This is an optimization exercise on Yosys and OpenROAD, whose aim is small area, not a production implementation.
At most, simulation tests tie the RTL to the original design; equivalence was not proved.

==> flow/design.v (excerpt) <==
module rx_engine_top #(
   parameter int window_cycles = rx_monitor_pkg::window_cycles_default
) (
   input  logic                     clk,
   input  logic                     rst_n,
   input  logic                     cq_valid_i,
   input  pcie_cq_pkg::cq_beat_t    cq_beat_i,
   input  logic                     compl_done_i,
   input  logic                     tp_clear_i,
   input  logic                     tp_sample_en_i,
   output logic                     cq_ready_o,
   output logic                     req_compl_o,
   output pcie_cq_pkg::rd_req_t     rd_req_o,
   output logic                     fifo_we_o,
   output pcie_cq_pkg::fifo_word_t  fifo_word_o,
   output rx_monitor_pkg::tp_hist_t tp_hist_o
);
==> module cq_write_packer, before the edit <==
module cq_write_packer (
   input  logic                    clk,
   input  logic                    rst_n,
   input  logic                    hdr_evt_i,    
   input  logic                    dat_evt_i,    
   input  logic [pcie_cq_pkg::cq_data_w-1:0] beat_i,
   output logic                    fifo_we_o,
   output pcie_cq_pkg::fifo_word_t fifo_word_o,
   output logic                    flush_stall_o
);
   localparam int n_dw = pcie_cq_pkg::half_w / pcie_cq_pkg::dw_w;   
   logic [pcie_cq_pkg::len_w-1:0]  rem_q;     
   logic [pcie_cq_pkg::half_w-1:0] hold_q;    
   logic [pcie_cq_pkg::len_w-1:0]  len;
   logic                           dat_evt;
   logic                           rem_nz;
   logic                           short_pkt;
   logic                           rem_gt_beat;
   logic                           rem_ends;
   logic                           flush_now;
   logic [pcie_cq_pkg::half_w-1:0] upper;
   logic [pcie_cq_pkg::half_w-1:0] lower;
   logic [n_dw-1:0]                hdr_dw;    
   logic [n_dw-1:0]                hold_dw;   
   logic [n_dw-1:0]                low_dw;    
   assign upper = beat_i[pcie_cq_pkg::cq_data_w-1 -: pcie_cq_pkg::half_w];
   assign lower = beat_i[pcie_cq_pkg::half_w-1:0];
   assign len   = beat_i[pcie_cq_pkg::len_lsb +: pcie_cq_pkg::len_w];
   assign rem_nz      = rem_q != '0;
   assign dat_evt     = dat_evt_i && rem_nz;
   assign short_pkt   = len <= pcie_cq_pkg::head_dw;   
   assign rem_gt_beat = rem_q > pcie_cq_pkg::beat_dw;
   assign rem_ends    = rem_gt_beat &&
                        (rem_q <= pcie_cq_pkg::beat_dw + pcie_cq_pkg::head_dw);
   assign flush_now   = rem_nz && (rem_q <= pcie_cq_pkg::head_dw);
   assign flush_stall_o = dat_evt && rem_ends;
   always_ff @(posedge clk) begin
      if (!rst_n) begin
         rem_q     <= '0;
         fifo_we_o <= 1'b0;
      end else begin
         fifo_we_o <= 1'b0;
         if (hdr_evt_i) begin
            fifo_we_o <= short_pkt;
            rem_q     <= short_pkt ? '0 : len;
         end else if (dat_evt) begin
            fifo_we_o <= 1'b1;
            rem_q     <= rem_gt_beat ? rem_q - pcie_cq_pkg::beat_dw : '0;
         end else if (flush_now) begin
            fifo_we_o <= 1'b1;                  
            rem_q     <= '0;
         end
      end
   end
   always_ff @(posedge clk) begin
      if (hdr_evt_i || dat_evt_i) hold_q <= upper;
   end
   for (genvar j = 0; j < n_dw; j++) begin : g_sel
      assign hdr_dw[j]  = hdr_evt_i && (len > j);
      assign hold_dw[j] = !hdr_evt_i && (rem_q > j);
      assign low_dw[j]  = dat_evt_i && (rem_q > j + n_dw);
   end
   always_ff @(posedge clk) begin
      for (int j = 0; j < n_dw; j++) begin
         fifo_word_o.data[j*pcie_cq_pkg::dw_w +: pcie_cq_pkg::dw_w] <=
            ({pcie_cq_pkg::dw_w{hdr_dw[j]}}  & upper[j*pcie_cq_pkg::dw_w +: pcie_cq_pkg::dw_w]) |
            ({pcie_cq_pkg::dw_w{hold_dw[j]}} & hold_q[j*pcie_cq_pkg::dw_w +: pcie_cq_pkg::dw_w]);
         fifo_word_o.data[pcie_cq_pkg::half_w + j*pcie_cq_pkg::dw_w +: pcie_cq_pkg::dw_w] <=
            {pcie_cq_pkg::dw_w{low_dw[j]}} & lower[j*pcie_cq_pkg::dw_w +: pcie_cq_pkg::dw_w];
      end
      fifo_word_o.last <= !(dat_evt_i && rem_gt_beat);
   end
endmodule
==> module throughput_monitor, before the edit <==
module throughput_monitor #(
   parameter int window_cycles = rx_monitor_pkg::window_cycles_default
) (
   input  logic                     clk,
   input  logic                     rst_n,
   input  logic                     clear_i,
   input  logic                     sample_en_i,
   input  logic                     fifo_we_i,
   output rx_monitor_pkg::tp_hist_t tp_hist_o
);
   localparam int cnt_w = (window_cycles < 4096) ? 12 : rx_monitor_pkg::count_w;
   localparam int win_w = cnt_w;
   logic [win_w-1:0] win_q;   
   logic [cnt_w-1:0] cnt_q;   
   logic             wrap;
   assign wrap = win_q == win_w'(window_cycles - 1);
   always_ff @(posedge clk) begin
      if (!rst_n) begin
         win_q <= '0;
      end else if (clear_i) begin
         win_q <= '0;
      end else if (wrap) begin
         win_q <= '0;
      end else begin
         win_q <= win_q + 1'b1;
      end
   end
   always_ff @(posedge clk) begin
      if (!rst_n) begin
         cnt_q <= '0;
      end else if (clear_i) begin
         cnt_q <= '0;
      end else if (wrap) begin
         cnt_q <= {{(cnt_w-1){1'b0}}, fifo_we_i};
      end else if (fifo_we_i) begin
         cnt_q <= cnt_q + 1'b1;
      end
   end
   logic [rx_monitor_pkg::hist_depth*cnt_w-1:0] hist_q;
   always_ff @(posedge clk) begin
      if (!rst_n) begin
         hist_q <= '0;
      end else if (clear_i) begin
         hist_q <= '0;
      end else if (wrap && sample_en_i) begin
         hist_q <= {hist_q[(rx_monitor_pkg::hist_depth-1)*cnt_w-1:0], cnt_q};   
      end
   end
   logic [rx_monitor_pkg::hist_depth*rx_monitor_pkg::count_w-1:0] hist_flat;
   for (genvar i = 0; i < rx_monitor_pkg::hist_depth; i++) begin : g_hist
      assign hist_flat[i*rx_monitor_pkg::count_w +: rx_monitor_pkg::count_w] =
         rx_monitor_pkg::count_w'(hist_q[i*cnt_w +: cnt_w]);
   end
   assign tp_hist_o = hist_flat;
endmodule
Settings: LEC_CHECK=0, CAP_MARGIN=20, CORE_MARGIN=2, CORE_UTILIZATION=40, SLEW_MARGIN=20, BUFFER_PORTS_ARGS=-buffer_cell sky130_fd_sc_hd__buf_1, CTS_ARGS=-sink_clustering_enable -repair_clock_nets -dont_use_dummy_load -buf_list "sky130_fd_sc_hd__clkbuf_8" -sink_clustering_size 18 -sink_clustering_max_diameter 50; clock period 5.0 ns.
standard.sh (not shown) runs the stock make flow with config.mk's settings and CLKGATE_MAP_FILE= SYNTH_SCRIPT=/design/flow/synth_recipe.tcl, a recipe that flattens the netlist after the stock synthesis.
==> flow/flow/run.sh <==
#!/bin/bash
# Standard ORFS layout with two layout-only changes:
#  - port buffers are sky130_fd_sc_hd__buf_1 instead of the default pick
#  - CTS inserts no dummy balancing loads
# Each tool's output stays in orfs/logs; make's own output goes to make.log.
set -euo pipefail
cat >> config.mk <<'CFG'
export BUFFER_PORTS_ARGS = -buffer_cell sky130_fd_sc_hd__buf_1
export CTS_ARGS = -sink_clustering_enable -repair_clock_nets -dont_use_dummy_load -buf_list "sky130_fd_sc_hd__clkbuf_8" -sink_clustering_size 18 -sink_clustering_max_diameter 50
CFG
bash standard.sh > make.log 2>&1
Next try:
--- a/flow/design.v
+++ b/flow/design.v
@@ -163,12 +163,13 @@
    output pcie_cq_pkg::fifo_word_t fifo_word_o,
    output logic                    flush_stall_o
 );
    localparam int n_dw = pcie_cq_pkg::half_w / pcie_cq_pkg::dw_w;   
    logic [pcie_cq_pkg::len_w-1:0]  rem_q;     
    logic [pcie_cq_pkg::half_w-1:0] hold_q;    
+   logic [pcie_cq_pkg::cq_data_w-1:0] word_q;   
    logic [pcie_cq_pkg::len_w-1:0]  len;
    logic                           dat_evt;
    logic                           rem_nz;
    logic                           short_pkt;
    logic                           rem_gt_beat;
    logic                           rem_ends;
@@ -214,47 +215,57 @@
       assign hdr_dw[j]  = hdr_evt_i && (len > j);
       assign hold_dw[j] = !hdr_evt_i && (rem_q > j);
       assign low_dw[j]  = dat_evt_i && (rem_q > j + n_dw);
    end
    always_ff @(posedge clk) begin
       for (int j = 0; j < n_dw; j++) begin
-         fifo_word_o.data[j*pcie_cq_pkg::dw_w +: pcie_cq_pkg::dw_w] <=
+         word_q[j*pcie_cq_pkg::dw_w +: pcie_cq_pkg::dw_w] <=
             ({pcie_cq_pkg::dw_w{hdr_dw[j]}}  & upper[j*pcie_cq_pkg::dw_w +: pcie_cq_pkg::dw_w]) |
             ({pcie_cq_pkg::dw_w{hold_dw[j]}} & hold_q[j*pcie_cq_pkg::dw_w +: pcie_cq_pkg::dw_w]);
-         fifo_word_o.data[pcie_cq_pkg::half_w + j*pcie_cq_pkg::dw_w +: pcie_cq_pkg::dw_w] <=
+         word_q[pcie_cq_pkg::half_w + j*pcie_cq_pkg::dw_w +: pcie_cq_pkg::dw_w] <=
             {pcie_cq_pkg::dw_w{low_dw[j]}} & lower[j*pcie_cq_pkg::dw_w +: pcie_cq_pkg::dw_w];
       end
-      fifo_word_o.last <= !(dat_evt_i && rem_gt_beat);
    end
+   assign fifo_word_o = {word_q, !rem_nz};
 endmodule
 `timescale 1ns/100ps
 module throughput_monitor #(
    parameter int window_cycles = rx_monitor_pkg::window_cycles_default
 ) (
    input  logic                     clk,
    input  logic                     rst_n,
    input  logic                     clear_i,
    input  logic                     sample_en_i,
    input  logic                     fifo_we_i,
    output rx_monitor_pkg::tp_hist_t tp_hist_o
 );
-   localparam int cnt_w = (window_cycles < 4096) ? 12 : rx_monitor_pkg::count_w;
-   localparam int win_w = cnt_w;
+   localparam int cnt_w = 12;
+   localparam int win_w = 12;
+   function automatic logic [win_w-1:0] lfsr_next(input logic [win_w-1:0] s);
+      lfsr_next = {s[win_w-2:0], ~(s[11] ^ s[10] ^ s[9] ^ s[3])};
+   endfunction
+   function automatic logic [win_w-1:0] lfsr_at(input int n);
+      logic [win_w-1:0] s;
+      s = '0;
+      for (int i = 0; i < n; i++) s = lfsr_next(s);
+      lfsr_at = s;
+   endfunction
+   localparam logic [win_w-1:0] win_last = lfsr_at(window_cycles - 1);
    logic [win_w-1:0] win_q;   
    logic [cnt_w-1:0] cnt_q;   
    logic             wrap;
-   assign wrap = win_q == win_w'(window_cycles - 1);
+   assign wrap = win_q == win_last;
    always_ff @(posedge clk) begin
       if (!rst_n) begin
          win_q <= '0;
       end else if (clear_i) begin
          win_q <= '0;
       end else if (wrap) begin
          win_q <= '0;
       end else begin
-         win_q <= win_q + 1'b1;
+         win_q <= lfsr_next(win_q);
       end
    end
    always_ff @(posedge clk) begin
       if (!rst_n) begin
          cnt_q <= '0;
       end else if (clear_i) begin
@@ -263,20 +274,20 @@
          cnt_q <= {{(cnt_w-1){1'b0}}, fifo_we_i};
       end else if (fifo_we_i) begin
          cnt_q <= cnt_q + 1'b1;
       end
    end
    logic [rx_monitor_pkg::hist_depth*cnt_w-1:0] hist_q;
-   always_ff @(posedge clk) begin
-      if (!rst_n) begin
-         hist_q <= '0;
-      end else if (clear_i) begin
-         hist_q <= '0;
-      end else if (wrap && sample_en_i) begin
-         hist_q <= {hist_q[(rx_monitor_pkg::hist_depth-1)*cnt_w-1:0], cnt_q};   
-      end
+   logic hist_shift;
+   logic hist_keep;
+   assign hist_shift = rst_n && !clear_i && wrap && sample_en_i;
+   assign hist_keep  = rst_n && !clear_i && !(wrap && sample_en_i);
+   always_ff @(posedge clk) begin
+      hist_q <= ({(rx_monitor_pkg::hist_depth*cnt_w){hist_shift}} &
+                 {hist_q[(rx_monitor_pkg::hist_depth-1)*cnt_w-1:0], cnt_q}) |    
+                ({(rx_monitor_pkg::hist_depth*cnt_w){hist_keep}} & hist_q);
    end
    logic [rx_monitor_pkg::hist_depth*rx_monitor_pkg::count_w-1:0] hist_flat;
    for (genvar i = 0; i < rx_monitor_pkg::hist_depth; i++) begin : g_hist
       assign hist_flat[i*rx_monitor_pkg::count_w +: rx_monitor_pkg::count_w] =
          rx_monitor_pkg::count_w'(hist_q[i*cnt_w +: cnt_w]);
    end
What happened: With this change the flow ended with an error in I/O pin placement. Synthesized area goes down by 2.5%. Synthesized cell count goes down by 14%.
Function not checked in the first run of this note: the RTL went through the layout flow alone.

port drivers added, routing unchanged:
How much do the figures lean on ideal ports? The routed layout below was timed once more, with nothing changed but the port constraints. Step 1 assumes that a clkbuf_16 drives the clock port and a buf_2 every other input. Step 2 adds t to the input delays and takes it off the output delays; t is the mean of the earliest and latest rising clock arrival at the registers after step 1. Input paths then give back, and output paths get back, about the clock's delay inside the block. Slacks: ideal ports / drivers / drivers and shift; pairs: ideal ports / drivers.
run: the first run
shift t [ns]: 0.681
setup WS [ns]: 1.195 / 1.136 / 1.249
latest minus earliest clock arrival (ns): 0.124 / 0.124
After both steps setup and hold are still met in the first run. The setup slack of the first run moves by -0.059 ns with the drivers and by +0.054 ns with both steps.
